Context: an optimization exercise on an open-source flow, tuned for small area, a short achievable clock period and few clock cycles. The choices shown serve that exercise and are no tape-out recipe.
Function was checked by simulation only, so behaviour that the tests miss may differ from the original.
Power figures rest on the tool's default switching activity, not on a simulated workload.

[design.v]
`default_nettype none
package mmts_pkg;
  localparam int unsigned TIME_W        = 16;
  localparam int unsigned ID_W          = 8;
  localparam int unsigned SLICE_W       = 8;
  localparam int unsigned MODE_W        = 2;
  localparam int unsigned QUANT_W       = 8;
  localparam int unsigned CFG_IDX_W     = 1;
  localparam int unsigned CFG_DATA_W    = 8;
  localparam int unsigned DEF_MAX_TASKS = 16;
endpackage
`default_nettype wire
`default_nettype none
module multi_mode_task_scheduler #(
  parameter int unsigned MAX_TASKS = 16
) (
  input  wire          clk_i,
  input  wire          rst_ni,
  input  wire          cfg_we_i,
  input  wire [0:0]    cfg_index_i,
  input  wire [7:0]    cfg_wdata_i,
  input  wire          in_valid_i,
  output logic         in_ready_o,
  input  wire          operation_i,
  input  wire [7:0]    task_id_i,
  input  wire [15:0]   arrival_time_i,
  input  wire [15:0]   burst_length_i,
  output logic         out_valid_o,
  input  wire          out_ready_i,
  output logic [15:0]  current_time_o,
  output logic         load_rejected_o,
  output logic         running_valid_o,
  output logic [7:0]   running_id_o,
  output logic         finished_o,
  output logic [15:0]  turnaround_time_o,
  output logic [15:0]  waiting_time_o,
  output logic [15:0]  response_time_o,
  output logic         all_done_o
);
  localparam int N = 16;
  logic [1:0]   mode_q;
  logic [7:0]   quantum_q;
  logic [15:0]  time_q;
  logic [7:0]   slice_q;
  logic         exp_q;                             
  logic [15:0]  act_rem_q;                         
  logic [N-1:0] used_q, inq_q, run_q, cand_q;      
  logic         anyq_q;                            
  logic [N-1:0] joined_q, started_q;               
  logic [N-1:0] rmz_q;                             
  logic [N*8-1:0]  id_q;
  logic [N*16-1:0] arr_q, rm_q, first_q;
  logic [N*17-1:0] ab_q;                           
  logic [N*N-1:0] b_q, s_q, q_q;
  logic         in_v_q, in_op_q;
  logic [7:0]   in_id_q;
  logic [15:0]  x_q;      
  logic [15:0]  z_q;      
  logic         s1_v_q, s1_tinc_q, s1_rej_q, s1_runv_q, s1_fin_q, s1_alld_q;
  logic [N-1:0] s1_last_q;                        
  logic         out_valid_q;
  logic s2_free, s1_free, ex_go, acc, tick, load;
  assign s2_free     = !out_valid_q || out_ready_i;
  assign s1_free     = !s1_v_q || s2_free;
  assign ex_go       = in_v_q && s1_free;
  assign in_ready_o  = !in_v_q || s1_free;
  assign out_valid_o = out_valid_q;
  assign acc  = in_valid_i && in_ready_o;
  assign tick = ex_go && in_op_q;
  assign load = ex_go && !in_op_q;
  function automatic logic le16(input logic [15:0] a, input logic [15:0] b);
    logic [15:0] g, e;
    logic [7:0]  g1, e1;
    logic [3:0]  g2, e2;
    logic [1:0]  g3, e3;
    g = ~a & b;
    e = ~(a ^ b);
    for (int k = 0; k < 8; k++) begin
      g1[k] = g[2*k+1] | (e[2*k+1] & g[2*k]);
      e1[k] = e[2*k+1] & e[2*k];
    end
    for (int k = 0; k < 4; k++) begin
      g2[k] = g1[2*k+1] | (e1[2*k+1] & g1[2*k]);
      e2[k] = e1[2*k+1] & e1[2*k];
    end
    for (int k = 0; k < 2; k++) begin
      g3[k] = g2[2*k+1] | (e2[2*k+1] & g2[2*k]);
      e3[k] = e2[2*k+1] & e2[2*k];
    end
    le16 = g3[1] | (e3[1] & (g3[0] | e3[0]));
  endfunction
  function automatic logic is_pred(input logic [15:0] z, input logic [15:0] r);
    logic [15:0] y;
    logic        ok;
    y  = ~r;
    ok = !(z[0] ^ y[0]);
    for (int p = 0; p < 15; p++) begin
      ok = ok && ((z[p+1] ^ y[p+1]) == (z[p] | y[p]));
    end
    is_pred = ok;
  endfunction
  logic [N-1:0] rlt, req;
  always_comb begin
    for (int i = 0; i < N; i++) begin
      rlt[i] = le16(z_q, rm_q[i*16 +: 16]);
      req[i] = is_pred(z_q, rm_q[i*16 +: 16]);
    end
  end
  logic         is_srtf, is_rr, act_v, expire, anyq, anyw, r_wins, keep_run;
  logic         newsel, preempt, selv, fin;
  logic [N-1:0] cand, x_rr, x_p, x_all, vset, win, sel, inq_next, run_next, brow, live;
  logic [15:0]  rm_w, time_p1;
  assign is_srtf = (mode_q == 2'd1);
  assign is_rr   = (mode_q == 2'd2);
  assign act_v   = |run_q;
  assign expire  = is_rr && exp_q && act_v;
  assign anyq    = anyq_q;
  assign cand    = cand_q;
  assign x_rr    = expire ? run_q : '0;
  assign vset    = (is_rr && anyq) ? inq_q : is_rr ? cand : (inq_q | cand);
  logic [N-1:0]   mm [N];
  logic [N*N-1:0] se;
  always_comb begin
    brow = '0;
    for (int i = 0; i < N; i++) begin
      mm[i][i] = 1'b1;
      for (int j = i + 1; j < N; j++) begin
        if (run_q[i])      se[i*N+j] = rlt[j] || (req[j] && b_q[i*N+j]);
        else if (run_q[j]) se[i*N+j] = !(rlt[i] || (req[i] && !b_q[i*N+j]));
        else               se[i*N+j] = s_q[i*N+j];
        mm[i][j] = is_srtf ? s_q[i*N+j] : (is_rr && anyq) ? q_q[i*N+j] : b_q[i*N+j];
        mm[j][i] = !mm[i][j];
        brow[j] = brow[j] | (run_q[i] && b_q[i*N+j]);
        brow[i] = brow[i] | (run_q[j] && !b_q[i*N+j]);
      end
    end
    for (int i = 0; i < N; i++) begin
      win[i] = vset[i] && (&(~vset | mm[i]));
    end
  end
  assign live     = rlt | (req & brow);            
  assign anyw     = |vset;                         
  assign r_wins   = &(~vset | live);               
  assign keep_run = act_v && (is_srtf ? r_wins : is_rr ? (!expire || !anyw) : 1'b1);
  assign sel      = keep_run ? run_q : win;
  assign newsel   = (!keep_run && anyw) || (expire && !anyw);
  assign preempt  = is_srtf && act_v && !r_wins;
  assign x_p      = preempt ? run_q : '0;
  assign x_all    = x_rr | x_p;
  assign selv     = keep_run || anyw;
  always_comb begin
    rm_w = '0;
    for (int i = 0; i < N; i++) begin
      rm_w = rm_w | (win[i] ? rm_q[i*16 +: 16] : 16'd0);
    end
  end
  logic [15:0] act_rem_d;
  assign act_rem_d = (tick && selv) ? (keep_run ? z_q - 16'd1 : rm_w) : act_rem_q;
  assign fin      = keep_run ? (z_q == 16'd1) : |(win & rmz_q);
  assign inq_next = (inq_q | cand | x_all) & ~sel;
  assign run_next = fin ? '0 : sel;
  assign time_p1  = (time_q != 16'hFFFF) ? time_q + 16'd1 : time_q;
  logic [15:0] time_d, time_p1_d;
  assign time_d    = tick ? time_p1 : time_q;
  assign time_p1_d = (time_d != 16'hFFFF) ? time_d + 16'd1 : time_d;
  logic         alld_tick, alld_now, alive_one;
  logic [N-1:0] alive;
  assign alive     = used_q & (~joined_q | inq_q | run_q);
  assign alld_now  = (alive == '0);
  always_comb begin
    logic seen, two;
    seen = 1'b0;
    two  = 1'b0;
    for (int i = 0; i < N; i++) begin
      two  = two | (seen & alive[i]);
      seen = seen | alive[i];
    end
    alive_one = seen & !two;
  end
  assign alld_tick = alld_now || (alive_one && |(alive & sel) && fin);
  logic [N-1:0] ale;
  always_comb begin
    for (int i = 0; i < N; i++) begin
      ale[i] = le16(arr_q[i*16 +: 16], x_q);
    end
  end
  logic         reject, ld_en, arr_now;
  logic [N-1:0] newslot;
  assign reject  = used_q[N-1] || (z_q == 16'd0);
  assign ld_en   = load && !reject;
  assign newslot = ~used_q & {used_q[N-2:0], 1'b1};
  assign arr_now = le16(x_q, time_q);
  logic [7:0] quantum_d, q_eff_d, slice_inc, slice_d;
  assign quantum_d = (cfg_we_i && cfg_index_i == 1'b1) ? cfg_wdata_i : quantum_q;
  assign q_eff_d   = (quantum_d == 8'd0) ? 8'd1 : quantum_d;
  assign slice_inc = (slice_q != 8'hFF) ? slice_q + 8'd1 : slice_q;
  assign slice_d   = (tick && selv) ? (newsel ? 8'd1 : slice_inc) : slice_q;
  always_ff @(posedge clk_i or negedge rst_ni) begin
    if (!rst_ni) begin
      mode_q      <= 2'd0;
      quantum_q   <= 8'd1;
      time_q      <= '0;
      used_q      <= '0;
      inq_q       <= '0;
      anyq_q      <= 1'b0;
      run_q       <= '0;
      cand_q      <= '0;
      in_v_q      <= 1'b0;
      s1_v_q      <= 1'b0;
      out_valid_q <= 1'b0;
    end else begin
      if (cfg_we_i && cfg_index_i == 1'b0) mode_q <= cfg_wdata_i[1:0];
      quantum_q <= quantum_d;
      if (tick) begin
        time_q <= time_p1;
        inq_q  <= inq_next;
        anyq_q <= |inq_next;
        run_q  <= run_next;
        cand_q <= used_q & ~(joined_q | cand_q) & ale;
      end
      if (ld_en) begin
        cand_q <= cand_q | (newslot & {N{arr_now}});
      end
      if (ld_en) begin
        used_q <= used_q | newslot;
      end
      in_v_q      <= acc || (in_v_q && !s1_free);
      s1_v_q      <= ex_go || (s1_v_q && !s2_free);
      out_valid_q <= (s1_v_q && s2_free) || (out_valid_q && !out_ready_i);
    end
  end
  always_ff @(posedge clk_i) begin
    if (acc) begin
      in_op_q  <= operation_i;
      in_id_q  <= task_id_i;
    end
    slice_q <= slice_d;
    exp_q   <= (tick && selv) ? (newsel ? (q_eff_d == 8'd1) : (slice_inc >= q_eff_d))
                              : (slice_q >= q_eff_d);
    act_rem_q <= act_rem_d;
    z_q       <= (acc ? operation_i : in_op_q) ? act_rem_d : acc ? burst_length_i : z_q;
    x_q       <= (acc ? operation_i : in_op_q) ? time_p1_d : acc ? arrival_time_i : x_q;
    for (int i = 0; i < N; i++) begin
      if ((ld_en && newslot[i]) || (tick && run_q[i])) begin
        rm_q[i*16 +: 16] <= z_q - 16'd1;
        rmz_q[i]         <= (z_q == 16'd1);
      end
      if (ld_en && newslot[i]) begin
        id_q[i*8 +: 8]      <= in_id_q;
        arr_q[i*16 +: 16]   <= x_q;
        ab_q[i*17 +: 17]    <= {1'b0, x_q} + {1'b0, z_q};
        joined_q[i]  <= 1'b0;
        started_q[i] <= 1'b0;
      end
      if (tick) begin
        joined_q[i]  <= joined_q[i] | cand[i];
        if (sel[i]) begin
          started_q[i] <= 1'b1;
          if (!started_q[i]) first_q[i*16 +: 16] <= time_q;
        end
      end
    end
    for (int i = 0; i < N; i++) begin
      for (int j = i + 1; j < N; j++) begin
        if (ld_en && newslot[j]) begin
          b_q[i*N+j] <= ale[i];
          s_q[i*N+j] <= !(rlt[i] || (req[i] && !ale[i]));
        end
        if (tick) begin
          if (run_q[i] || run_q[j]) s_q[i*N+j] <= se[i*N+j];
          q_q[i*N+j] <= !x_all[i] && (x_all[j] || (cand[i] ? (cand[j] && b_q[i*N+j])
                                                            : (cand[j] || q_q[i*N+j])));
        end
      end
    end
  end
  always_ff @(posedge clk_i) begin
    if (ex_go) begin
      s1_tinc_q <= in_op_q && (time_q != 16'hFFFF);
      s1_rej_q  <= !in_op_q && reject;
      s1_runv_q <= in_op_q && selv;
      s1_fin_q  <= in_op_q && fin;
      s1_alld_q <= in_op_q ? alld_tick : (reject && alld_now);
      s1_last_q <= in_op_q ? sel : '0;
    end
  end
  logic [7:0]  id_l;
  logic [15:0] arr_l, first_l, ta, wt, rt;
  logic [16:0] ab_l, wt17;
  always_comb begin
    id_l = '0; arr_l = '0; ab_l = '0; first_l = '0;
    for (int i = 0; i < N; i++) begin
      id_l    = id_l    | (s1_last_q[i] ? id_q[i*8 +: 8]      : 8'd0);
      arr_l   = arr_l   | (s1_last_q[i] ? arr_q[i*16 +: 16]   : 16'd0);
      ab_l    = ab_l    | (s1_last_q[i] ? ab_q[i*17 +: 17]    : 17'd0);
      first_l = first_l | (s1_last_q[i] ? first_q[i*16 +: 16] : 16'd0);
    end
  end
  assign ta = time_q - arr_l;
  assign wt17 = {1'b0, time_q} - ab_l;
  assign wt = wt17[16] ? 16'd0 : wt17[15:0];
  assign rt = first_l - arr_l;
  always_ff @(posedge clk_i) begin
    if (s1_v_q && s2_free) begin
      current_time_o    <= time_q - {15'd0, s1_tinc_q};
      load_rejected_o   <= s1_rej_q;
      running_valid_o   <= s1_runv_q;
      running_id_o      <= id_l;
      finished_o        <= s1_fin_q;
      turnaround_time_o <= s1_fin_q ? ta : 16'd0;
      waiting_time_o    <= s1_fin_q ? wt : 16'd0;
      response_time_o   <= s1_fin_q ? rt : 16'd0;
      all_done_o        <= s1_alld_q;
    end
  end
endmodule
`default_nettype wire
[run.sh]
#!/bin/bash
# synth_recipe.tcl (not shown) runs the flow's synth.tcl, then flattens the netlist and writes it again
# the make line also repeats each setting of config.mk as NAME=value (left out here)
make -C /OpenROAD-flow-scripts/flow DESIGN_CONFIG=/design/flow/config.mk WORK_HOME=/design/flow/orfs CLKGATE_MAP_FILE= SYNTH_SCRIPT=/design/flow/synth_recipe.tcl finish
[config.mk]
export PLATFORM = sky130hd
export DESIGN_NAME = multi_mode_task_scheduler
export DESIGN_NICKNAME = multi_mode_task_scheduler
export VERILOG_FILES = /design/flow/design.v
export SDC_FILE = /design/flow/constraint.sdc
export NUM_CORES = 4
export LEC_CHECK = 0
export CAP_MARGIN = 20
export CORE_MARGIN = 2
export CORE_UTILIZATION = 25
export CTS_CLUSTER_DIAMETER = 100
export CTS_CLUSTER_SIZE = 18
export PLACE_DENSITY = 0.35
export SETUP_SLACK_MARGIN = 4.0
export SLEW_MARGIN = 20
[constraint.sdc]
create_clock -name core_clock -period 9.0 [get_ports {clk_i}]
set_input_delay 1.8000 -clock core_clock [delete_from_list [all_inputs] [get_ports {clk_i}]]
set_output_delay 1.8000 -clock core_clock [all_outputs]
set_load 0.01 [all_outputs]
==> results of run 1 <==
-- area by class of cell --
class / count / area (um^2) / area share
Antenna cell: 15 / 37.5 / 0.000308
Clock buffer: 174 / 3890 / 0.0320
Clock inverter: 47 / 499 / 0.00410
Inverter: 698 / 2720 / 0.0223
Multi-Input combinational cell: 5822 / 45000 / 0.370
Sequential cell: 1833 / 54300 / 0.446
Tap cell: 5265 / 6590 / 0.0541
Timing Repair Buffer: 830 / 8670 / 0.0712
-- routing by layer --
layer  vias to the layer above  routed length (um)
met2                      4085              258000
met4                        12               26400
met1                     42682              237000
met3                       967               43800
li1                      33976                   -
met5                         -                  79
-- critical path: stages (launching register included) --
cell and delay (ns):
dfrtp_2 0.75, nand3b_4 0.60, mux2i_1 0.27, o21ai_0 0.81, a22oi_1 0.17, and4_1 0.26
buf_4 0.25, buf_4 0.27, a22o_1 0.20, a221oi_1 0.65, a41oi_1 0.25, mux2_2 0.33
mux2_2 0.26
-- synthesized netlist by cell type (132+ instances only) --
cell and n:
nand3_1 140, fa_1 132, a22oi_1 265, mux2i_1 218
inv_1 682, a21o_1 171, nand4_1 139, clkbuf_1 318
a21oi_1 532, nand2_1 648, a221oi_1 205, a22o_1 197
ha_1 613, o21ai_0 457, nor2_1 445, edfxtp_1 1705
-- registers in the layout, indices dropped and copies added, names as in the netlist, 120 cells and up --
| signal | flops |
|---|---|
| ab_q | 272 |
| arr_q | 256 |
| b_q | 120 |
| first_q | 256 |
| id_q | 128 |
| q_q | 120 |
| rm_q | 256 |
| s_q | 120 |
-- timing repair --
| item | in CTS | in global routing |
|---|---|---|
| gates resized for setup | 419 | 340 |
| endpoints found under the setup margin | 777 | 612 |
| hold buffers | 0 | 0 |
| pin swaps | 52 | 92 |
| cloned | 19 | 12 |
| setup buffers | 155 | 98 |
-- worst min-delay path by stage --
stage	startpoint	to	slack (ns)	cells after the start
detailed placement	s1_rej_q	load_rejected_o	0.44	0
CTS	s1_rej_q	load_rejected_o	0.45	0
finish	s1_rej_q	load_rejected_o	0.46	0
global placement	s1_rej_q	load_rejected_o	0.44	0
global route	s1_rej_q	load_rejected_o	0.47	0
floorplan	s1_alld_q	all_done_o	0.40	0
-- placed cells by master, fill, tap and decap left out, drive strengths merged, types with 171 or more instances in the layout --
| cell type | Yosys | layout |
|---|---|---|
| a21o | 171 | 171 |
| a22oi | 265 | 265 |
| clkbuf | 318 | 187 |
| o21ai | 463 | 463 |
| inv | 689 | 700 |
| nand2 | 650 | 656 |
| mux2i | 218 | 218 |
| a22o | 197 | 197 |
| buf | 152 | 681 |
| a221oi | 206 | 206 |
| nor2 | 448 | 449 |
| edfxtp | 1705 | 1705 |
| ha | 613 | 613 |
| a21oi | 545 | 545 |
-- power by group through the flow --
stage                     combinational, mW  sequential, mW  clock [mW]
after global placement                 14.0            11.9           0
after detailed placement               14.0            11.9           0
after CTS                              15.0            11.6        6.97
after global routing                   16.5            11.7        7.22
after floorplan                        6.76            11.7           0
final                                  15.9            11.7        6.82
-- kinds of logic (layout without fill, tap and decap cells) --
family,Yosys count,count (layout),share of synthesized area
compound gates,2541,2541,0.173
simple gates,1919,1928,0.0921
flops,1833,1833,0.540
buf+inv,1168,1749,0.0460
fa+ha+maj,746,746,0.103
mux,285,285,0.0293
xor+xnor,202,202,0.0176
other cells,1,135,0.0000373
==> results.toml, run 1 <==
[clocking]
clk_latency_ns = 0.91
numCtsBuffers = 141
clkSinkCount = 1833
clk_pin_slew_ns = 0.09
htree_levels = 4
cts_tree = "built"
root_buffer = "clkbuf_16"
cts.path.max_buffers = 4

[critical_path]
crit_start = "anyq_q"
crit_end = "z_q[8]"
crit_path_end_kind = "flip-flop"
reg2reg_from = "anyq_q"
cp.required_ns = 9.64
worstReg2RegEnd = "z_q[8]"
cp_data_arrival_time_ns = 6.02
ff2ff_path_depth = 12
timing.reg2reg.setup_slack_ns = 3.62
startpoint_type = "flip-flop"
critPathKind = "flip-flop to flip-flop"
cp_max_fo = 16

[synth]
synthCells = 8695
synthTopCellsByArea = "edfxtp_1 51%, ha_1 7.6%, a21oi_1 2.6%"
ys_ff_latch = 1833
syn_area_mm2 = 0.101
syn_area_per_cell_um2 = 11.6
synthArstFlopShare = 0.0513
ys_types = 114
synth_enable_flop_cells = 1705
synth-seq-area-share = 0.540
yosys.area.top_type_share = 0.509
synth_top_area_cell = "edfxtp_1"
yosys_warnings = 2
synthFlopType = "edfxtp_1"

[timing]
skew_ns = 0.0515
fmax_mhz = 186
holdWs_ns = 0.458
finalHoldViolations = 0
maxSlewHeadroom = 0.170
layout_min_cycle_time_ns = 5.38
tightest_slew_ns = 1.25
drv_slew = 0
fin_ws_ns = 3.62
post-route-period-util = 0.597
setup_viol = 0
fin_tns_setup_ns = 0
grt_setup_unrepaired = "yes"

[place]
pre_cts_slack_ns = 1.93
portBuffers = 132
dp.cells = 14161
place_area_mm2 = 0.111
dp.final_hpwl_um = 386000
place_congestion = 0.996

[drt]
viasPerCell = 5.57
drc = 0
num_vias = 81722
detail_route.first_pass.iterations = 7
wl_per_cell_um = 38.5
wirelength_um = 565000
drt_iter0_drc = 10138
ant_nets = 0

[die]
die_w_um = 638
die_y_um = 638
die-area_mm2 = 0.407
core_area_mm2 = 0.400
fp-row-count = 232
ios = 133
initial_core_util = 0.251

[power]
p_clk_frac = 0.199
seqPwrFrac = 0.339
internal_power_mw = 19.1
p_per_area_mw_per_mm2 = 282
ir_drop_mv = 0.152
pwr-share-comb = 0.462
p_switching_mw = 15.3
switching_share = 0.444
p_leak_nw = 45.3
power_mw = 34.4

[cells_and_area]
fin_nets = 10126
syn_to_final_growth_pct = 21.1
fin_area_mm2 = 0.122
layout.cells.non_filler = 14684
post-route-util = 0.304
fill_cells = 40466
drive_gt1_frac = 0.159

[flow_run]
maxCapViolCount = 0

[grt]
grt_pass1_wl_um = 737000
use_met1 = 0.356
busiest_layer = "met2"
grtUsageTotal = 0.267
gr-total-overflow = 0
grt_pass1_vias = 78477
antenna_found_initial = 43
grt_max_degree = 89
met2_usage = 0.427
grtUsageMet3 = 0.0453

[outcome]
status = "no timing/DRC/antenna violations"

[min_path]
min-delay-path-class = "flip-flop to flip-flop"
Testbench counts, summed over its fixed seeds: cycles 11,053.
==> run 2, diff against run 1 <==
--- a/config.mk
+++ b/config.mk
@@ -8,8 +8,6 @@
 export CAP_MARGIN = 20
 export CORE_MARGIN = 2
 export CORE_UTILIZATION = 25
-export CTS_CLUSTER_DIAMETER = 100
-export CTS_CLUSTER_SIZE = 18
 export PLACE_DENSITY = 0.35
 export SETUP_SLACK_MARGIN = 4.0
 export SLEW_MARGIN = 20
==> run 2 against run 1 <==
Net effect:
- critical endpoint is now z_q[0]
- setup slack lost 0.0018 ns
- routed wire length grew 0.29%
- critical path depth grew 6
- register-to-register slack is essentially flat
- clock-buffer cell count grew 114
==> results.toml, run 2 <==
[synth]
ys_top_cells_by_count = "1705 x edfxtp_1, 682 x inv_1, 648 x nand2_1"
synthTopCellsByArea = "edfxtp_1 51%, ha_1 7.6%, a21oi_1 2.6%"
synthFlopType = "edfxtp_1"
yosys.area.top_type_share = 0.509
synthCells = 8695
ys_types = 114
synth-seq-area-share = 0.540
synth_top_area_cell = "edfxtp_1"
synthArstFlopShare = 0.0513
syn_area_per_cell_um2 = 11.6
syn_area_mm2 = 0.101
yosys_warnings = 2
ys_ff_latch = 1833
yosysMostFrequentCell = "edfxtp_1"
synth_enable_flop_cells = 1705

[drt]
num_vias = 82435
wirelength_um = 567000
viasPerCell = 5.54
ant_nets = 0
wl_per_cell_um = 38.1
drt_iter0_drc = 10038
drc = 0
detail_route.first_pass.iterations = 8

[timing]
setup_viol = 0
post-route-period-util = 0.598
drv_slew = 0
fmax_mhz = 186
grt_setup_unrepaired = "yes"
tightest_slew_ns = 1.22
layout_min_cycle_time_ns = 5.38
fin_tns_setup_ns = 0
skew_ns = 0.0810
maxSlewHeadroom = 0.186
finalHoldViolations = 0

[critical_path]
crit_end = "z_q[0]"
worstReg2RegEnd = "z_q[0]"
cp_data_arrival_time_ns = 6.05
cp_slowest_cell = "dfrtp_4"
crit_start = "mode_q[1]"
timing.reg2reg.setup_slack_ns = 3.62
startpoint_type = "flip-flop"
ff2ff_path_depth = 18
reg2reg_from = "mode_q[1]"
crit_top_cell = "buf_4"
cp_max_fo = 15
cp.required_ns = 9.67
critPathKind = "flip-flop to flip-flop"
max_stage_delay_ns = 0.60
crit_path_end_kind = "flip-flop"
path_cells = "buf_4, or3b_1, buf_4, a21oi_4, nor2_2, a222oi_1, o2111ai_1, nor4_4, buf_4, buf_6, buf_4, a22o_1, a221oi_1, nand3_1, nor3_2, a21oi_1, mux2_4, mux2_4"

[die]
die_y_um = 638
die_w_um = 638
initial_core_util = 0.251
fp-row-count = 232
ios = 133
core_area_mm2 = 0.400
die-area_mm2 = 0.407

[flow_run]
maxCapViolCount = 0

[grt]
antenna_found_initial = 47
gr-total-overflow = 0
grtUsageTotal = 0.268
grt_pass1_wl_um = 742000
grt_max_degree = 89
grt_pass1_vias = 79516

[place]
place_area_mm2 = 0.111
place_congestion = 0.996
portBuffers = 132
dp.final_hpwl_um = 386000
dp.cells = 14161

[clocking]
root_buffer = "clkbuf_16"
cts_tree = "built"
clk_pin_slew_ns = 0.06
clk_latency_ns = 0.98
numCtsBuffers = 227
htree_levels = 4
clkSinkCount = 1833
cts.path.max_buffers = 4

[min_path]
min-delay-path-class = "flip-flop to flip-flop"

[cells_and_area]
drive_gt1_frac = 0.165
fin_area_mm2 = 0.124
regMostFlops = "ab_q"
fill_cells = 40357
layout_commonest_cell = "edfxtp_1"
layout.cells.non_filler = 14867
fin_nets = 10200
multi_input_area_mm2 = 0.0449
final_cell_mix = "1705 x edfxtp_1, 651 x inv_1, 630 x nand2_1"
ff_latch_area_mm2 = 0.0543
syn_to_final_growth_pct = 23.6
largest_reg_flops = 272

[power]
p_leak_nw = 46.6
ir_drop_mv = 0.180
p_per_area_mw_per_mm2 = 296
power_mw = 36.7

[outcome]
status = "no timing/DRC/antenna violations"
-- run 2: cell counts after synthesis --
No cell type changed its count.
-- run 2: worst min path at each step --
stage          startpoint              end  slack [ns]  cells after the start
2_1_floorplan   s1_alld_q       all_done_o        0.40                      0
3_5_place_dp     s1_rej_q  load_rejected_o        0.44                      0
5_1_grt          s1_rej_q  load_rejected_o        0.42                      0
6_report         s1_rej_q  load_rejected_o        0.40                      0
3_3_place_gp     s1_rej_q  load_rejected_o        0.44                      0
4_1_cts          s1_rej_q  load_rejected_o        0.40                      0
-- run 2: repair_timing --
action	in CTS	in global routing
pin swaps	42	73
setup endpoints to repair	778	629
hold endpoints to repair	0	0
setup buffers	166	73
hold buffers	0	0
resized for setup	478	264
gates cloned	23	11
-- run 2: per-layer routing --
layer | vias to the layer above | share of wire | global-route usage | routed length (um)
met3 | 1071 | 0.080 | 0.0494 | 45100
li1 | 34275 | - | - | -
met2 | 4195 | 0.45 | 0.429 | 257000
met1 | 42880 | 0.42 | 0.354 | 236000
met5 | - | 0.00019 | 0 | 109
met4 | 14 | 0.050 | 0.114 | 28100
-- run 2: report_power, final --
part | total (mW) | switching [mW] | internal, mW
clock network | 9.26 | 4.02 | 5.24
logic | 15.8 | 10.9 | 4.88
registers | 11.7 | 0.718 | 10.9
-- run 2: critical path, delay by kind of cell (launching register included) --
family                 cells  cell delay [ns]
DFF                        1             0.60
muxes                      2             0.54
and+or+nand+nor            5             1.23
AOI/OAI and AO/OA          6             1.52
buffers and inverters      5             1.13
-- run 2: layout make-up --
| class | count | share of cell area |
|---|---|---|
| well taps | 5265 | 0.0530 |
| inverters | 698 | 0.0219 |
| clock buffers | 288 | 0.0491 |
| clock inverters | 127 | 0.00869 |
| diodes | 16 | 0.000322 |
| flip-flops and latches | 1833 | 0.437 |
| repair buffers | 817 | 0.0689 |
| multi-input cells | 5823 | 0.361 |
-- run 2: through the flow --
step	setup WS, ns	hold WS (ns)	util
global route	3.59	0.418	0.311
global placement	2.18	0.435	0.277
finish	3.62	0.403	0.311
floorplan	3.82	0.400	-
CTS	3.61	0.396	0.306
detailed placement	1.93	0.441	0.278
-- run 2: logic make-up (layout without fill, tap and decap cells) --
kind of cell	count (synthesis)	after routing	synth area share
compound gates	2541	2541	0.173
simple gates	1919	1929	0.0921
flops	1833	1833	0.540
buf+inv	1168	1930	0.0460
fa+ha+maj	746	746	0.103
mux	285	285	0.0293
xor+xnor	202	202	0.0176
other cells	1	136	0.0000373
==> run 3, diff against run 2 <==
--- a/design.v
+++ b/design.v
@@ -154,11 +154,32 @@
       rm_w = rm_w | (win[i] ? rm_q[i*16 +: 16] : 16'd0);
     end
   end
-  logic [15:0] act_rem_d;
-  assign act_rem_d = (tick && selv) ? (keep_run ? z_q - 16'd1 : rm_w) : act_rem_q;
-  assign fin      = keep_run ? (z_q == 16'd1) : |(win & rmz_q);
-  assign inq_next = (inq_q | cand | x_all) & ~sel;
-  assign run_next = fin ? '0 : sel;
+  logic         fin_k, fin_w, anyq_next, two_vw;
+  logic [N-1:0] vw;
+  logic [15:0]  act_rem_d, z_d, z_k, z_n, z_other;
+  logic         next_op;
+  assign fin_k    = (z_q == 16'd1);
+  assign fin_w    = |(win & rmz_q);
+  assign fin      = keep_run ? fin_k : fin_w;
+  assign vw       = inq_q | cand | x_rr | ((is_srtf && act_v) ? run_q : '0);
+  assign inq_next = keep_run ? (inq_q | cand) : (vw & ~win);
+  always_comb begin
+    logic seen;
+    seen   = 1'b0;
+    two_vw = 1'b0;
+    for (int i = 0; i < N; i++) begin
+      two_vw = two_vw | (seen & vw[i]);
+      seen   = seen | vw[i];
+    end
+  end
+  assign anyq_next = keep_run ? |(inq_q | cand) : (anyw ? two_vw : |vw);
+  assign run_next  = keep_run ? (fin_k ? '0 : run_q) : (fin_w ? '0 : win);
+  assign act_rem_d = !tick ? act_rem_q : keep_run ? z_q - 16'd1 : rm_w;
+  assign next_op   = acc ? operation_i : in_op_q;
+  assign z_other   = acc ? burst_length_i : z_q;
+  assign z_k       = !next_op ? z_other : tick ? z_q - 16'd1 : act_rem_q;
+  assign z_n       = !next_op ? z_other : tick ? rm_w : act_rem_q;
+  assign z_d       = keep_run ? z_k : z_n;
   assign time_p1  = (time_q != 16'hFFFF) ? time_q + 16'd1 : time_q;
   logic [15:0] time_d, time_p1_d;
   assign time_d    = tick ? time_p1 : time_q;
@@ -177,7 +198,8 @@
     end
     alive_one = seen & !two;
   end
-  assign alld_tick = alld_now || (alive_one && |(alive & sel) && fin);
+  assign alld_tick = alld_now || (alive_one && (keep_run ? (|(alive & run_q) && fin_k)
+                                                        : (|(alive & win) && fin_w)));
   logic [N-1:0] ale;
   always_comb begin
     for (int i = 0; i < N; i++) begin
@@ -214,7 +236,7 @@
       if (tick) begin
         time_q <= time_p1;
         inq_q  <= inq_next;
-        anyq_q <= |inq_next;
+        anyq_q <= anyq_next;
         run_q  <= run_next;
         cand_q <= used_q & ~(joined_q | cand_q) & ale;
       end
@@ -238,7 +260,7 @@
     exp_q   <= (tick && selv) ? (newsel ? (q_eff_d == 8'd1) : (slice_inc >= q_eff_d))
                               : (slice_q >= q_eff_d);
     act_rem_q <= act_rem_d;
-    z_q       <= (acc ? operation_i : in_op_q) ? act_rem_d : acc ? burst_length_i : z_q;
+    z_q       <= z_d;
     x_q       <= (acc ? operation_i : in_op_q) ? time_p1_d : acc ? arrival_time_i : x_q;
     for (int i = 0; i < N; i++) begin
       if ((ld_en && newslot[i]) || (tick && run_q[i])) begin
--- a/config.mk
+++ b/config.mk
@@ -8,6 +8,8 @@
 export CAP_MARGIN = 20
 export CORE_MARGIN = 2
 export CORE_UTILIZATION = 25
+export CTS_CLUSTER_DIAMETER = 100
+export CTS_CLUSTER_SIZE = 18
 export PLACE_DENSITY = 0.35
 export SETUP_SLACK_MARGIN = 4.0
 export SLEW_MARGIN = 20
==> run 3 against run 2 <==
Net effect:
- clock-buffer cell count fell by 111
- die area increased by 1.9%
- sequential share of layout area is 1.4 points higher
- non-clock buffer count decreased by 149
- still clean on timing, DRC and antenna
- first-iteration DRC count is 5.0% higher
==> results.toml, run 3 <==
[outcome]
status = "no timing/DRC/antenna violations"

[synth]
synthArstFlopShare = 0.0513
synth_top_area_cell = "edfxtp_1"
syn_area_per_cell_um2 = 11.7
ys_ff_latch = 1833
synth_enable_flop_cells = 1705
synth-seq-area-share = 0.529
syn_area_mm2 = 0.102
synth_adder_area_share = 0.101
synthFlopType = "edfxtp_1"
synthTopCellsByArea = "edfxtp_1 50%, ha_1 7.5%, a21oi_1 2.8%"
synth_xor_area_frac = 0.0170
synthCells = 8764
synth-simple-area-share = 0.0942
synth-compound-area-share = 0.189
ys_top_cells_by_count = "1705 x edfxtp_1, 695 x inv_1, 613 x ha_1"
yosys_warnings = 2
yosys.area.top_type_share = 0.500
yosysMostFrequentCell = "edfxtp_1"
ys_types = 124
synth_top_family_by_area = "compound AO/OA/AOI/OAI gates"
synthMuxAreaShare = 0.0183

[die]
core_area_mm2 = 0.409
die_y_um = 644
ios = 133
die_w_um = 644
initial_core_util = 0.251
die-area_mm2 = 0.415
fp-row-count = 235

[min_path]
min-delay-path-class = "flip-flop to flip-flop"

[drt]
drt_iter0_drc = 10544
detail_route.first_pass.iterations = 7
wl_per_cell_um = 40.0
ant_nets = 0
viasPerCell = 5.67
num_vias = 83614
drc = 0
wirelength_um = 589000

[power]
ir_drop_mv = 0.127
p_per_area_mw_per_mm2 = 216
p_leak_nw = 44.1

[place]
dp.final_hpwl_um = 410000
pre_cts_slack_ns = 2.18
place_area_mm2 = 0.112
dp.cells = 14340
place_congestion = 0.998
portBuffers = 132

[grt]
gr-total-overflow = 0
grt_pass1_wl_um = 775000
grtUsageTotal = 0.275
antenna_found_initial = 44
grt_max_degree = 121
grt_pass1_vias = 80377

[timing]
fin_tns_setup_ns = 0
skew_ns = 0.0835
fmax_mhz = 183
finalHoldViolations = 0
setup_viol = 0
fin_ws_ns = 3.53
maxSlewHeadroom = 0.182
layout_min_cycle_time_ns = 5.47
tightest_slew_ns = 1.22
drv_slew = 0
grt_setup_unrepaired = "yes"
post-route-period-util = 0.608

[cells_and_area]
layout.cells.non_filler = 14740
post-route-util = 0.295
largest_reg_flops = 272
fin_nets = 9982
drive_gt1_frac = 0.124
final_cell_mix = "1705 x edfxtp_1, 665 x inv_1, 609 x ha_1"
regMostFlops = "ab_q"
layout_commonest_cell = "edfxtp_1"
syn_to_final_growth_pct = 17.6
fin_area_mm2 = 0.120

[clocking]
clk_latency_ns = 0.93
cts_tree = "built"
cts.path.max_buffers = 4
clkSinkCount = 1833
clk_pin_slew_ns = 0.09
root_buffer = "clkbuf_16"
htree_levels = 4
numCtsBuffers = 148

[flow_run]
maxCapViolCount = 0

[critical_path]
cp_data_arrival_time_ns = 6.10
critPathKind = "flip-flop to flip-flop"
cp_max_fo = 11
cp.required_ns = 9.63
crit_path_end_kind = "flip-flop"
startpoint_type = "flip-flop"
## run 3: critical path, stage by stage (launching register included)
cell,delay [ns]
dfrtp_2,0.34
buf_4,0.34
clkinv_2,0.56
buf_4,0.43
o211ai_1,0.40
nor3_1,0.20
nand3_1,0.33
a21oi_1,0.14
a22oi_2,0.29
nand4_2,0.18
o31ai_4,0.30
buf_12,0.15
buf_12,0.09
nand3_4,0.15
buf_6,0.21
buf_12,0.11
buf_16,0.13
mux2i_4,0.19
nor3_4,0.26
buf_12,0.15
clkbuf_16,0.17
## run 3: power by group
part	total [mW]	switching, mW	internal (mW)
combinational	8.21	5.75	2.46
sequential	10.6	0.356	10.2
clock	7.18	3.75	3.43
## run 3: final cells by class
type | count | area, um^2
multi-input cells | 5817 | 45100
clock buffers | 177 | 3900
flip-flops and latches | 1833 | 54300
well taps | 5451 | 6820
fillers | 41955 | 288000
diodes | 16 | 40.0
inverters | 714 | 2800
repair buffers | 668 | 6660
clock inverters | 64 | 836
## run 3: final timing paths
path	from	to	slack [ns]	depth (start not counted)
worst min-delay path	s1_rej_q	load_rejected_o	0.43	0
worst min register to register	s1_rej_q	load_rejected_o	0.43	0
worst max register to register	run_q[13]	first_q[224]	3.53	20
worst max-delay path	run_q[13]	first_q[224]	3.53	20
max in group asynchronous	rst_ni	time_q[0]	6.73	2
min in group asynchronous	rst_ni	cand_q[2]	0.89	1
## run 3: per-layer routing
| layer | wire length (um) | GRT usage | vias up | share of wire |
|---|---|---|---|---|
| li1 | - | - | 34485 | - |
| met1 | 258000 | 0.378 | 43934 | 0.44 |
| met2 | 257000 | 0.421 | 4168 | 0.44 |
| met3 | 43000 | 0.0483 | 1007 | 0.073 |
| met4 | 31000 | 0.121 | 20 | 0.053 |
| met5 | 146 | 0 | - | 0.00025 |
## run 3: kinds of logic (layout without fill, tap and decap cells)
group           count (synthesis)  count (layout)
compound gates               2768            2768
mux                           184             184
xor+xnor                      199             199
buf+inv                      1236            1623
simple gates                 1794            1797
flops                        1833            1833
fa+ha+maj                     749             749
other cells                     1             136
## run 3: through the flow
step / total power, mW / hold slack (ns)
2_1_floorplan: 14.4 / 0.400
3_3_place_gp: 18.4 / 0.411
3_5_place_dp: 18.4 / 0.409
4_1_cts: 25.8 / 0.431
5_1_grt: 26.7 / 0.445
6_report: 26.0 / 0.430
## run 3: timing repair
item | in CTS | in global routing
setup buffers | 96 | 29
endpoints found under the setup margin | 858 | 540
hold buffers | 0 | 0
pin swaps | 34 | 40
resized for setup | 264 | 119
gates cloned | 11 | 5
Testbench counts of run 3, summed over its fixed seeds: cycles 11,053.
==> run 4, diff against run 3 <==
--- a/config.mk
+++ b/config.mk
@@ -7,9 +7,9 @@
 export LEC_CHECK = 0
 export CAP_MARGIN = 20
 export CORE_MARGIN = 2
-export CORE_UTILIZATION = 25
+export CORE_UTILIZATION = 30
 export CTS_CLUSTER_DIAMETER = 100
 export CTS_CLUSTER_SIZE = 18
-export PLACE_DENSITY = 0.35
+export PLACE_DENSITY = 0.45
 export SETUP_SLACK_MARGIN = 4.0
 export SLEW_MARGIN = 20
==> run 4 against run 3 <==
Net effect:
- routed wire length shrank 10%
- clock-buffer cell count rose by 2
- synthesized cell count unchanged
- worst hold slack worse by 0.010 ns
- first-iteration DRC count up 9.9%
- combinational power fell by 5.8%
- final area decreased by 1.5%
- fmax increased by 1.6%
- clock skew shrank 0.0088 ns
- sequential cell count stayed put
- final cell count fell by 6.5%
- non-clock buffer count down 39
- critical endpoint is now first_q[155]
==> results.toml, run 4 <==
[timing]
holdWs_ns = 0.419
skew_ns = 0.0747
layout_min_cycle_time_ns = 5.38
grt_setup_unrepaired = "yes"
fin_tns_setup_ns = 0
fin_ws_ns = 3.62
maxSlewHeadroom = 0.101
drv_slew = 0
tightest_slew_ns = 1.35
finalHoldViolations = 0
fmax_mhz = 186
post-route-period-util = 0.598
setup_viol = 0

[critical_path]
crit_path_end_kind = "flip-flop"
worstReg2RegEnd = "first_q[155]"
max_stage_delay_ns = 0.53
cp_data_arrival_time_ns = 5.98
critPathKind = "flip-flop to flip-flop"
startpoint_type = "flip-flop"
path_cells = "buf_4, clkinv_4, buf_4, o22ai_1, nor4_1, nand2_1, a211oi_2, a211oi_2, nand4_4, o31ai_4, buf_4, nand3_4, buf_12, buf_12, buf_8, buf_8, buf_8, mux2i_4, nor3_4, clkbuf_16"
timing.reg2reg.setup_slack_ns = 3.62
cp_max_fo = 38
ff2ff_path_depth = 20
cp_slowest_cell = "buf_4"
reg2reg_from = "run_q[5]"
cp.required_ns = 9.60

[clocking]
root_buffer = "clkbuf_16"
htree_levels = 4
cts_tree = "built"
clk_latency_ns = 0.92
cts.path.max_buffers = 4
clkSinkCount = 1833
numCtsBuffers = 139
clk_pin_slew_ns = 0.09

[flow_run]
maxCapViolCount = 0

[die]
initial_core_util = 0.301
die_y_um = 588
ios = 133
die_w_um = 588
fp-row-count = 214
core_area_mm2 = 0.340
die-area_mm2 = 0.346

[synth]
synthCells = 8764
yosys.area.top_type_share = 0.500
synthTopCellsByArea = "edfxtp_1 50%, ha_1 7.5%, a21oi_1 2.8%"
ys_top_cells_by_count = "1705 x edfxtp_1, 695 x inv_1, 613 x ha_1"
yosys_warnings = 2
ys_types = 124
syn_area_mm2 = 0.102
synthFlopType = "edfxtp_1"
synth_enable_flop_cells = 1705
yosysMostFrequentCell = "edfxtp_1"
synth_top_area_cell = "edfxtp_1"
ys_ff_latch = 1833
synth-seq-area-share = 0.529
syn_area_per_cell_um2 = 11.7
synthArstFlopShare = 0.0513

[cells_and_area]
post-route-util = 0.349
syn_to_final_growth_pct = 15.9
largest_reg_flops = 272
layout.cells.non_filler = 13778
layout_commonest_cell = "edfxtp_1"
drive_gt1_frac = 0.118
fin_area_mm2 = 0.119
regMostFlops = "ab_q"
final_cell_mix = "1705 x edfxtp_1, 658 x inv_1, 604 x ha_1"
fin_nets = 9933

[power]
p_per_area_mw_per_mm2 = 209
power_mw = 24.8
ir_drop_mv = 0.160
p_leak_nw = 43.6

[place]
dp.final_hpwl_um = 362000
place_area_mm2 = 0.111
portBuffers = 132
pre_cts_slack_ns = 2.39
place_congestion = 1.04
dp.cells = 13367

[min_path]
min-delay-path-class = "flip-flop to flip-flop"
hold_depth = 0
hold_start = "s1_rej_q"
worst_hold_path.endpoint = "load_rejected_o"

[drt]
dr_wl_met3_um = 53700
wl_per_cell_um = 38.4
wirelength_um = 529000
ant_nets = 0
detail_route.first_pass.iterations = 9
top_layer = "met5"
num_vias = 83915
viasPerCell = 6.09
route.met2.wl_um = 228000
drc = 0
wl_met1_um = 216000
drt_iter0_drc = 11593

[grt]
gr-total-overflow = 0
grt_pass1_vias = 79893
antenna_found_initial = 41
grtUsageTotal = 0.294
grt_pass1_wl_um = 704000
grt_max_degree = 116

[outcome]
status = "no timing/DRC/antenna violations"
==> run 4: cell counts after synthesis <==
No cell type changed its count.
==> run 4: report_power, final <==
part / total [mW] / switching [mW] / leakage [nW] / internal, mW
Sequential: 10.5 / 0.307 / 17.0 / 10.2
Clock: 6.58 / 3.49 / 2.05 / 3.08
Combinational: 7.73 / 5.34 / 24.6 / 2.39
==> run 4: worst max-delay path by stage <==
stage | cells past startpoint | slack, ns | to | start
2_1_floorplan | 13 | 4.02 | first_q[144] | z_q[11]
3_3_place_gp | 17 | 2.41 | first_q[4] | z_q[2]
3_5_place_dp | 17 | 2.39 | first_q[5] | z_q[2]
4_1_cts | 24 | 3.84 | first_q[101] | z_q[2]
5_1_grt | 25 | 3.75 | first_q[144] | z_q[2]
6_report | 20 | 3.62 | first_q[155] | run_q[5]
==> run 4: repair_timing <==
item | 4_1_cts | 5_1_grt
buffers inserted | 125 | 20
pin swaps | 65 | 35
gates resized for setup | 277 | 113
gates cloned | 10 | 6
endpoints found under the hold margin | 0 | 0
hold buffers | 0 | 0
endpoints found under the setup margin | 666 | 428
==> run 4: logic make-up (layout without fill, tap and decap cells) <==
kind of cell               after synthesis  after routing  share of synthesized area
AOI/OAI and AO/OA                     2768           2768                      0.189
xor gates and xnor gates               199            199                     0.0170
adders and majority gates              749            749                      0.101
buffers and inverters                 1236           1565                     0.0504
DFF                                   1833           1833                      0.529
muxes                                  184            184                     0.0183
other                                    1            148                  0.0000366
and+or+nand+nor                       1794           1796                     0.0942
==> run 4: area by class of cell <==
| cell class | instances | area (um^2) |
|---|---|---|
| Timing Repair Buffer | 629 | 6460 |
| Clock buffer | 179 | 3760 |
| Multi-Input combinational cell | 5816 | 45200 |
| Tap cell | 4536 | 5680 |
| Clock inverter | 43 | 464 |
| Fill cell | 33438 | 221000 |
| Antenna cell | 28 | 70.1 |
| Sequential cell | 1833 | 54300 |
| Inverter | 714 | 2790 |
==> run 4: metal layers <==
metal	vias up	track usage
li1	34367	-
met4	26	0.140
met2	5087	0.442
met1	43332	0.391
met5	-	0.00534
met3	1103	0.0807
==> run 4: critical path, delay by kind of cell, from the launching register on <==
kind,cells,cell delay (ns)
buf+inv,10,2.32
compound gates,4,1.17
mux,1,0.20
flops,1,0.33
simple gates,5,0.96
==> run 5, diff against run 4 <==
--- a/design.v
+++ b/design.v
@@ -286,10 +286,13 @@
       for (int j = i + 1; j < N; j++) begin
         if (ld_en && newslot[j]) begin
           b_q[i*N+j] <= ale[i];
-          s_q[i*N+j] <= !(rlt[i] || (req[i] && !ale[i]));
+        end
+        if ((ld_en && newslot[j]) || (tick && (run_q[i] || run_q[j]))) begin
+          s_q[i*N+j] <= (!in_op_q) ? !(rlt[i] || (req[i] && !ale[i])) :
+                        run_q[i]   ? (rlt[j] || (req[j] && b_q[i*N+j])) :
+                                     !(rlt[i] || (req[i] && !b_q[i*N+j]));
         end
         if (tick) begin
-          if (run_q[i] || run_q[j]) s_q[i*N+j] <= se[i*N+j];
           q_q[i*N+j] <= !x_all[i] && (x_all[j] || (cand[i] ? (cand[j] && b_q[i*N+j])
                                                             : (cand[j] || q_q[i*N+j])));
         end
==> run 5 against run 4 <==
Net effect:
- first-iteration DRC count decreased by 0.71%
- synthesized cell count fell by 2.1%
- highest routed layer unchanged
- worst hold slack better by 0.016 ns
- sequential cell count is the same
- non-clock buffer count grew 66
- via count decreased by 3.2%
- clock power rose by 3.2%
- still clean on timing, DRC and antenna
- sequential share of layout area increased by 0.73 points
- total power increased by 4.7%
==> results.toml, run 5 <==
[outcome]
status = "no timing/DRC/antenna violations"

[critical_path]
startpoint_type = "flip-flop"
critPathKind = "flip-flop to flip-flop"
ff2ff_path_depth = 21
cp.required_ns = 9.59
cp_data_arrival_time_ns = 5.85
reg2reg_from = "z_q[0]"
crit_start = "z_q[0]"
cp_max_fo = 9
crit_path_end_kind = "flip-flop"

[drt]
wl_per_cell_um = 39.4
ant_nets = 0
drc = 0
num_vias = 81225
wirelength_um = 529000
drt_iter0_drc = 11511
detail_route.first_pass.iterations = 7
viasPerCell = 6.05

[synth]
yosysMostFrequentCell = "edfxtp_1"
synthMuxAreaShare = 0.0183
synth-compound-area-share = 0.169
synth_enable_flop_cells = 1705
yosys_warnings = 2
synthFlopType = "edfxtp_1"
synth-simple-area-share = 0.101
synth_xor_area_frac = 0.0179
syn_area_per_cell_um2 = 11.7
synth-seq-area-share = 0.542
ys_types = 108
ys_top_cells_by_count = "1705 x edfxtp_1, 689 x inv_1, 627 x nand2_1"
synth_top_family_by_area = "compound AO/OA/AOI/OAI gates"
synthTopCellsByArea = "edfxtp_1 51%, ha_1 7.7%, a21oi_1 2.8%"
ys_ff_latch = 1833
synth_adder_area_share = 0.103
syn_area_mm2 = 0.100
synthArstFlopShare = 0.0513
synth_top_area_cell = "edfxtp_1"
yosys.area.top_type_share = 0.512
synthCells = 8576

[power]
p_leak_nw = 44.0
ir_drop_mv = 0.132
p_per_area_mw_per_mm2 = 223

[clocking]
clk_latency_ns = 0.90
root_buffer = "clkbuf_16"
clkSinkCount = 1833
cts.path.max_buffers = 4
cts_tree = "built"
clk_pin_slew_ns = 0.08
hold_buffers = 0
htree_levels = 4
numCtsBuffers = 139

[timing]
layout_min_cycle_time_ns = 5.26
grt_setup_unrepaired = "yes"
tightest_slew_ns = 1.22
setup_viol = 0
skew_ns = 0.0846
post-route-period-util = 0.585
maxSlewHeadroom = 0.187
fin_tns_setup_ns = 0
drv_slew = 0
fmax_mhz = 190
finalHoldViolations = 0

[cells_and_area]
drive_gt1_frac = 0.130
regMostFlops = "ab_q"
fin_nets = 9749
largest_reg_flops = 272
syn_to_final_growth_pct = 16.7
layout.cells.non_filler = 13428
multi_input_area_mm2 = 0.0428
ff_latch_area_mm2 = 0.0543
fill_cells = 32646
final_cell_mix = "1705 x edfxtp_1, 642 x inv_1, 614 x nand2_1"
layout_commonest_cell = "edfxtp_1"

[die]
ios = 133
initial_core_util = 0.301
die-area_mm2 = 0.338
fp-row-count = 212
die_y_um = 582
core_area_mm2 = 0.333
die_w_um = 582

[min_path]
hold_depth = 0
min-delay-path-class = "flip-flop to flip-flop"
hold_start = "s1_alld_q"

[grt]
grt_pass1_vias = 77065
antenna_found_initial = 35
gr-total-overflow = 0
grt_pass1_wl_um = 697000
grt_max_degree = 100
grtUsageTotal = 0.300

[place]
dp.cells = 12976
place_congestion = 1.00
dp.final_hpwl_um = 356000
portBuffers = 132

[flow_run]
maxCapViolCount = 0
[run 5: cell types whose count changed after synthesis, sizes merged, moves of 30 or more]
cell,delta
a22oi,-70
nand2b,+35
o211ai,-30
nand2,+131
a2111oi,-30
nor2,+42
a31oi,-41
nor2b,-31
[run 5: layer usage]
layer	GRT usage	wire length, um	vias up
met3	0.0564	48600	1034
met4	0.141	30400	14
met2	0.462	232000	4827
met1	0.407	218000	42102
met5	0	100	-
li1	-	-	33248
[run 5: what timing repair did]
action	in CTS	in global routing
endpoints found under the setup margin	1193	681
resized for setup	241	184
buffers inserted	127	64
pin swaps	33	30
cloned	13	15
[run 5: layout make-up]
type                       instances  area share
sequential                      1833       0.465
multi-input combinational       5581       0.367
timing repair buffer             695      0.0597
tap                             4387      0.0470
clock buffer                     183      0.0326
inverter                         697      0.0237
clock inverter                    42     0.00531
antenna                            8    0.000171
timing repair inverter             2    0.000150
[run 5: through the flow]
stage                     hold slack [ns]  power, mW  worst slack [ns]  area (um^2)  utilization
after floorplan                     0.400       14.9              4.02       100000            -
after global placement              0.403       18.6              2.04       108000        0.325
after detailed placement            0.412       18.6              1.98       108000        0.325
after CTS                           0.429       25.7              3.82       115000        0.346
after global routing                0.442       26.7              3.72       117000        0.351
final                               0.435       26.0              3.74       117000        0.351
[run 5: logic make-up after synthesis]
family | count (synthesis)
AO/OA/AOI/OAI | 2467
AND/OR/NAND/NOR | 1970
flip-flops | 1833
buffers and inverters | 1173
adder cells (fa/ha/maj) | 749
XOR/XNOR | 204
multiplexers | 180
[run 5: final timing paths]
kind,to,slack (ns)
max,first_q[11],3.74
min,all_done_o,0.44
max reg2reg,first_q[11],3.74
min reg2reg,all_done_o,0.44
max in group asynchronous,run_q[4],6.60
min in group asynchronous,out_valid_q,0.97
[run 5: critical path, stage by stage (launching register included)]
cell and delay (ns):
dfxtp_4 0.37, clkinvlp_4 0.20, buf_12 0.22, ha_1 0.17, inv_1 0.07, fa_1 0.45, nor3_4 0.26, nand4_1 0.11
a2111o_1 0.47, a31o_1 0.32, a32o_2 0.32, a221o_1 0.36, nor3_4 0.19, buf_12 0.14, buf_6 0.10, o21ai_4 0.10
buf_12 0.20, buf_16 0.14, mux2i_4 0.19, nor3_4 0.24, buf_12 0.16, buf_12 0.16
[run 5: report_power, final]
part | leakage (nW) | internal, mW | switching, mW
clock network | 2.14 | 3.31 | 3.48
logic | 25.0 | 2.61 | 5.74
registers | 16.8 | 10.3 | 0.513
total | 44.0 | 16.3 | 9.74
Testbench counts of run 5, summed over its fixed seeds: cycles 11,053.
==> run 6, diff against run 5 <==
--- a/config.mk
+++ b/config.mk
@@ -7,9 +7,9 @@
 export LEC_CHECK = 0
 export CAP_MARGIN = 20
 export CORE_MARGIN = 2
-export CORE_UTILIZATION = 30
+export CORE_UTILIZATION = 25
 export CTS_CLUSTER_DIAMETER = 100
 export CTS_CLUSTER_SIZE = 18
-export PLACE_DENSITY = 0.45
+export PLACE_DENSITY = 0.35
 export SETUP_SLACK_MARGIN = 4.0
 export SLEW_MARGIN = 20
==> run 6 against run 5 <==
Net effect:
- register-to-register slack got worse by 0.24 ns
- largest power group unchanged
- highest routed layer unchanged
- synthesized cell count did not move
- global-route usage decreased by 3.9 points
- worst hold slack got worse by 0.014 ns
- die area is 20% higher
- area after synthesis unchanged
- total power is 0.56% higher
- first-iteration DRC count down 16%
- utilization shrank 5.4 points
- still clean on timing, DRC and antenna
- sequential power about the same
- non-clock buffer count increased by 1
- via count decreased by 1.6%
==> results.toml, run 6 <==
[outcome]
status = "no timing/DRC/antenna violations"

[cells_and_area]
drive_gt1_frac = 0.136
fin_nets = 9745
fin_area_mm2 = 0.119
regMostFlops = "ab_q"
syn_to_final_growth_pct = 18.4
layout_commonest_cell = "edfxtp_1"
largest_reg_flops = 272
fill_cells = 40910
final_cell_mix = "1705 x edfxtp_1, 646 x inv_1, 613 x nand2_1"

[flow_run]
maxCapViolCount = 0

[synth]
synthCells = 8576
synth_top_area_cell = "edfxtp_1"
ys_ff_latch = 1833
synth_enable_flop_cells = 1705
synthArstFlopShare = 0.0513
syn_area_mm2 = 0.100
synthTopCellsByArea = "edfxtp_1 51%, ha_1 7.7%, a21oi_1 2.8%"
ys_types = 108
yosys.area.top_type_share = 0.512
yosysMostFrequentCell = "edfxtp_1"
synth-seq-area-share = 0.542
syn_area_per_cell_um2 = 11.7
synthFlopType = "edfxtp_1"
yosys_warnings = 2
ys_top_cells_by_count = "1705 x edfxtp_1, 689 x inv_1, 627 x nand2_1"

[critical_path]
cp_max_fo = 8
startpoint_type = "flip-flop"
cp.required_ns = 9.60
cp_data_arrival_time_ns = 6.11
critPathKind = "flip-flop to flip-flop"
crit_path_end_kind = "flip-flop"

[die]
die_w_um = 637
ios = 133
initial_core_util = 0.251
core_area_mm2 = 0.399
die_y_um = 637
fp-row-count = 232
die-area_mm2 = 0.405

[drt]
viasPerCell = 5.58
num_vias = 79904
drc = 0
ant_nets = 0
drt_iter0_drc = 9658
detail_route.first_pass.iterations = 10
wirelength_um = 547000
wl_per_cell_um = 38.2

[timing]
setup_viol = 0
tightest_slew_ns = 1.27
holdWs_ns = 0.421
maxSlewHeadroom = 0.152
fmax_mhz = 182
drv_slew = 0
grt_setup_unrepaired = "yes"
skew_ns = 0.0871
post-route-period-util = 0.612
fin_tns_setup_ns = 0
layout_min_cycle_time_ns = 5.50
finalHoldViolations = 0
fin_ws_ns = 3.50

[clocking]
clk_pin_slew_ns = 0.09
hold_buffers = 0
numCtsBuffers = 140
cts.path.max_buffers = 4
clkSinkCount = 1833
cts_tree = "built"
htree_levels = 4
root_buffer = "clkbuf_16"
clk_latency_ns = 0.92

[grt]
grt_pass1_vias = 77667
antenna_found_initial = 50
gr-total-overflow = 0
grt_max_degree = 114
grt_pass1_wl_um = 723000
grtUsageTotal = 0.261

[place]
portBuffers = 132
dp.final_hpwl_um = 376000
pre_cts_slack_ns = 2.34
place_congestion = 1.02
place_area_mm2 = 0.110

[power]
ir_drop_mv = 0.121
p_per_area_mw_per_mm2 = 221
p_leak_nw = 44.2

[min_path]
min-delay-path-class = "flip-flop to flip-flop"
[run 6: cell counts after synthesis]
No cell type changed its count.
[run 6: through the flow]
stage | cells | utilization | power [mW]
global route | 14303 | 0.297 | 27.0
floorplan | 8576 | - | 14.9
global placement | 13862 | 0.274 | 18.8
CTS | 14236 | 0.293 | 26.0
detailed placement | 13870 | 0.275 | 18.8
finish | 14317 | 0.297 | 26.2
[run 6: worst max-delay path, stage by stage (launching register included)]
cell and delay [ns]:
dfxtp_4 0.37, clkinvlp_4 0.20, ha_4 0.23, fa_2 0.60
or4b_4 0.50, nor3_4 0.26, nand4_1 0.14, buf_6 0.18
a31oi_4 0.16, nor3_4 0.08, a211oi_4 0.32, nand4_1 0.22
nor3_4 0.21, buf_6 0.15, buf_12 0.10, buf_8 0.09
o21ai_4 0.09, buf_12 0.16, buf_12 0.12, buf_6 0.11
buf_6 0.11, mux2_4 0.20, nor3b_4 0.22, buf_12 0.17
buf_12 0.16
[run 6: repair_timing]
item | in CTS | in global routing
endpoints found under the setup margin | 861 | 497
cloned | 19 | 7
buffers inserted | 119 | 52
resized for setup | 303 | 216
pin swaps | 36 | 61
[run 6: logic make-up after synthesis]
logic type	after synthesis	synth area share
AND/OR/NAND/NOR	1970	0.101
multiplexers	180	0.0183
buffers and inverters	1173	0.0480
AO/OA/AOI/OAI	2467	0.169
flip-flops	1833	0.542
XOR/XNOR	204	0.0179
adder cells (fa/ha/maj)	749	0.103
[run 6: worst paths after layout]
path / startpoint / end / slack (ns) / cells after the start
worst max-delay path: z_q[14] / first_q[197] / 3.50 / 24
worst min-delay path: s1_rej_q / load_rejected_o / 0.42 / 0
worst max register to register: z_q[14] / first_q[197] / 3.50 / 24
worst min register to register: s1_rej_q / load_rejected_o / 0.42 / 0
max in group asynchronous: rst_ni / anyq_q / 6.72 / 2
min in group asynchronous: rst_ni / time_q[10] / 0.84 / 1
[run 6: where the power goes]
part           internal (mW)  switching (mW)
registers               10.3           0.500
logic                   2.64            5.78
clock network           3.29            3.59
[run 6: layer usage]
metal  GRT usage  share of wire
met1       0.345           0.42
met4       0.110          0.049
met3      0.0482          0.073
met5           0        0.00022
met2       0.416           0.45
[run 6: layout make-up]
cell class / instances / area (um^2) / area share
Multi-Input combinational cell: 5575 / 43200 / 0.365
Clock inverter: 51 / 664 / 0.00561
Antenna cell: 21 / 52.6 / 0.000443
Sequential cell: 1833 / 54300 / 0.458
Clock buffer: 177 / 3770 / 0.0318
Inverter: 697 / 2750 / 0.0232
Tap cell: 5265 / 6590 / 0.0556
Timing Repair Buffer: 696 / 7180 / 0.0605
Timing Repair inverter: 2 / 17.5 / 0.000148
==> run 7, diff against run 6 <==
--- a/config.mk
+++ b/config.mk
@@ -7,9 +7,9 @@
 export LEC_CHECK = 0
 export CAP_MARGIN = 20
 export CORE_MARGIN = 2
-export CORE_UTILIZATION = 25
+export CORE_UTILIZATION = 35
 export CTS_CLUSTER_DIAMETER = 100
 export CTS_CLUSTER_SIZE = 18
-export PLACE_DENSITY = 0.35
+export PLACE_DENSITY = 0.55
 export SETUP_SLACK_MARGIN = 4.0
 export SLEW_MARGIN = 20
==> run 7 against run 6 <==
Net effect:
- still clean
- non-clock buffer count fell by 128
- setup slack improved by 0.25 ns
- final area fell by 4.2%
- synthesized cell count did not move
- routed wire length fell by 15%
- clock power fell by 15%
- via count rose by 0.66%
- combinational power fell by 5.2%
- global-route usage rose by 4.7 points
- clock skew rose by 0.0070 ns
- first-iteration DRC count rose by 20%
- critical path type unchanged
- largest cell class unchanged
- largest power group unchanged
==> results.toml, run 7 <==
[die]
core_area_mm2 = 0.285
die_w_um = 539
fp-row-count = 196
initial_core_util = 0.352
die-area_mm2 = 0.290
die_y_um = 539
ios = 133

[critical_path]
crit_top_cell = "buf_12"
max_stage_delay_ns = 0.50
startpoint_type = "flip-flop"
crit_path_end_kind = "flip-flop"
critPathKind = "flip-flop to flip-flop"
reg2reg_from = "z_q[4]"
path_buf_inv = 9
cp.required_ns = 9.67
crit_family = "simple AND/OR/NAND/NOR gates"
cp_data_arrival_time_ns = 5.92
cp_slowest_cell = "or4_4"
crit_start = "z_q[4]"
cp_max_fo = 8
path_cells = "clkinvlp_4, buf_12, ha_4, inv_2, fa_1, or4_4, nor3_4, nand4_1, nor2_4, a211oi_2, a211oi_2, nand4_1, buf_4, nor3_4, buf_12, o21ai_4, clkbuf_16, buf_12, mux2i_4, nor3_4, buf_12, buf_12"

[synth]
syn_area_per_cell_um2 = 11.7
synthCells = 8576
yosys_warnings = 2
synth_top_area_cell = "edfxtp_1"
ys_ff_latch = 1833
ys_types = 108
synth_enable_flop_cells = 1705
yosysMostFrequentCell = "edfxtp_1"
synthArstFlopShare = 0.0513
ys_top_cells_by_count = "1705 x edfxtp_1, 689 x inv_1, 627 x nand2_1"
yosys.area.top_type_share = 0.512
synthTopCellsByArea = "edfxtp_1 51%, ha_1 7.7%, a21oi_1 2.8%"
synth-seq-area-share = 0.542
syn_area_mm2 = 0.100
synthFlopType = "edfxtp_1"

[clocking]
root_buffer = "clkbuf_16"
clkSinkCount = 1833
numCtsBuffers = 124
cts.path.max_buffers = 4
clk_pin_slew_ns = 0.08
cts_tree = "built"
htree_levels = 3
hold_buffers = 0
clk_latency_ns = 0.97

[drt]
num_vias = 80432
wl_met1_um = 180000
viasPerCell = 6.36
wl_per_cell_um = 36.6
ant_nets = 0
top_layer = "met5"
route.met2.wl_um = 203000
wirelength_um = 464000
drt_iter0_drc = 11580
dr_wl_met3_um = 50600
drc = 0
detail_route.first_pass.iterations = 8

[timing]
maxSlewHeadroom = 0.148
layout_min_cycle_time_ns = 5.26
post-route-period-util = 0.584
tightest_slew_ns = 1.28
grt_setup_unrepaired = "yes"
fmax_mhz = 190
drv_slew = 0
finalHoldViolations = 0
skew_ns = 0.0941
setup_viol = 0
fin_tns_setup_ns = 0

[power]
power_mw = 24.6
ir_drop_mv = 0.168
p_per_area_mw_per_mm2 = 217
internal_power_mw = 15.5
switching_share = 0.371
p_leak_nw = 42.9
seqPwrFrac = 0.438
p_switching_mw = 9.12
pwr-share-comb = 0.324
p_clk_frac = 0.238

[grt]
grtUsageTotal = 0.307
antenna_found_initial = 30
grt_pass1_vias = 75705
gr-total-overflow = 0
grt_max_degree = 120
grt_pass1_wl_um = 627000

[cells_and_area]
largest_reg_flops = 272
layout.cells.non_filler = 12656
syn_to_final_growth_pct = 13.4
final_cell_mix = "1705 x edfxtp_1, 656 x inv_1, 616 x nand2_1"
fin_area_mm2 = 0.113
drive_gt1_frac = 0.103
layout_commonest_cell = "edfxtp_1"
regMostFlops = "ab_q"
fin_nets = 9603
fill_cells = 26894

[min_path]
min-delay-path-class = "flip-flop to flip-flop"
hold_start = "started_q[1]"

[place]
portBuffers = 132
dp.final_hpwl_um = 313000
place_area_mm2 = 0.107
place_congestion = 1.05
dp.cells = 12300

[outcome]
status = "no timing/DRC/antenna violations"

[flow_run]
maxCapViolCount = 0
-- run 7: cell types whose count changed in the layout (fill, tap and decap cells not counted), moves of 16 or more --
cell / delta
buf_4: -54
buf_6: -34
a21oi_1: +30
a21oi_2: -24
clkbuf_16: -20
buf_12: -18
nor2_1: +18
a221oi_2: -17
clkbuf_1: +17
and2_4: -16
-- run 7: power by group through the flow --
stage	clock, mW	sequential (mW)	combinational, mW
2_1_floorplan	0	10.9	4.01
5_1_grt	6.16	10.8	8.32
4_1_cts	5.90	10.7	7.61
3_5_place_dp	0	11.0	7.36
3_3_place_gp	0	11.0	7.26
6_report	5.86	10.8	7.98
-- run 7: stage by stage --
stage           util  hold slack [ns]  setup WS [ns]
3_5_place_dp   0.376            0.477           2.04
2_1_floorplan      -            0.400           4.02
3_3_place_gp   0.376            0.459           1.96
6_report       0.399            0.490           3.74
5_1_grt        0.399            0.510           3.73
4_1_cts        0.396            0.488           3.81
-- run 7: per-layer routing --
| metal | up-vias | global-route usage |
|---|---|---|
| li1 | 32960 | - |
| met1 | 40844 | 0.401 |
| met2 | 5396 | 0.473 |
| met3 | 1200 | 0.0736 |
| met4 | 32 | 0.159 |
| met5 | - | 0.00197 |
-- run 7: cell families (layout without fill, tap and decap cells) --
family | after synthesis | in the layout | share of synthesized area
muxes | 180 | 180 | 0.0183
buffers and inverters | 1173 | 1470 | 0.0480
xor gates and xnor gates | 204 | 204 | 0.0179
and+or+nand+nor | 1970 | 1976 | 0.101
other | 0 | 14 | 0
DFF | 1833 | 1833 | 0.542
adders and majority gates | 749 | 749 | 0.103
AOI/OAI and AO/OA | 2467 | 2468 | 0.169
-- run 7: worst register-to-register path, stage by stage (launching register included) --
cell        delay [ns]
dfxtp_2           0.36
clkinvlp_4        0.21
buf_12            0.23
ha_4              0.16
inv_2             0.04
fa_1              0.40
or4_4             0.50
nor3_4            0.14
nand4_1           0.31
nor2_4            0.24
a211oi_2          0.11
a211oi_2          0.44
nand4_1           0.14
buf_4             0.18
nor3_4            0.15
buf_12            0.14
o21ai_4           0.13
clkbuf_16         0.22
buf_12            0.14
mux2i_4           0.20
nor3_4            0.26
buf_12            0.16
buf_12            0.14
-- run 7: path summary, 6_finish.rpt --
path | to | slack [ns] | cells past startpoint
max reg2reg | first_q[90] | 3.74 | 22
min reg2reg | started_q[1] | 0.49 | 2
max | first_q[90] | 3.74 | 22
max in group asynchronous | cand_q[13] | 6.67 | 2
min in group asynchronous | in_v_q | 0.84 | 1
min | started_q[1] | 0.49 | 2
-- run 7: timing repair --
item | CTS | global route
endpoints found under the setup margin | 866 | 676
gates cloned | 14 | 5
pin swaps | 28 | 36
gates resized for setup | 207 | 83
setup buffers | 98 | 20
-- run 7: final cells by class --
| class | instances | area, um^2 | area share |
|---|---|---|---|
| clock buffer | 178 | 3420 | 0.0301 |
| multi-input combinational | 5577 | 42500 | 0.374 |
| timing repair buffer | 568 | 5580 | 0.0491 |
| sequential | 1833 | 54300 | 0.478 |
| timing repair inverter | 2 | 17.5 | 0.000154 |
| tap | 3762 | 4710 | 0.0415 |
| antenna | 14 | 35.0 | 0.000309 |
| inverter | 697 | 2720 | 0.0239 |
| clock inverter | 25 | 246 | 0.00217 |

## port drivers added, routing unchanged
The flow's constraints put no driver on any port. The routed layouts listed below were extracted and timed again, unchanged, in two steps.
Step 1 (the two cells are an assumption about what drives the block):
set clk [get_ports {clk_i}]
set_driving_cell -lib_cell sky130_fd_sc_hd__clkbuf_16 $clk
set_driving_cell -lib_cell sky130_fd_sc_hd__buf_2 [delete_from_list [all_inputs] $clk]
Step 2 times the ports against the registers' clock, not the clock port: input delays grow and output delays shrink by t, the midpoint of the rising clock arrivals with the driver on.
a / b / c = ideal / step 1 / step 2; a / b = the first two.
run	shift t [ns]	setup slack, ns	hold WS [ns]	worst setup path at the end
run 1	0.998	3.623 / 3.623 / 3.060	0.458 / 0.458 / 0.458	input to register
run 2	1.044	3.621 / 3.621 / 3.078	0.403 / 0.403 / 0.403	input to register
run 3	0.993	3.530 / 3.530 / 3.246	0.430 / 0.430 / 0.430	input to register
run 4	0.991	3.618 / 3.618 / 2.993	0.419 / 0.419 / 0.419	input to register
run 5	0.970	3.737 / 3.737 / 3.260	0.435 / 0.435 / 0.435	input to register
run 6	0.993	3.496 / 3.496 / 3.268	0.421 / 0.421 / 0.421	input to register
run 7	1.023	3.745 / 3.745 / 3.137	0.490 / 0.490 / 0.490	input to register
After both steps setup and hold are still met in every run listed. The setup slack of run 4, which loses most, moves by 0.000 ns with the drivers and by -0.625 ns with both steps.
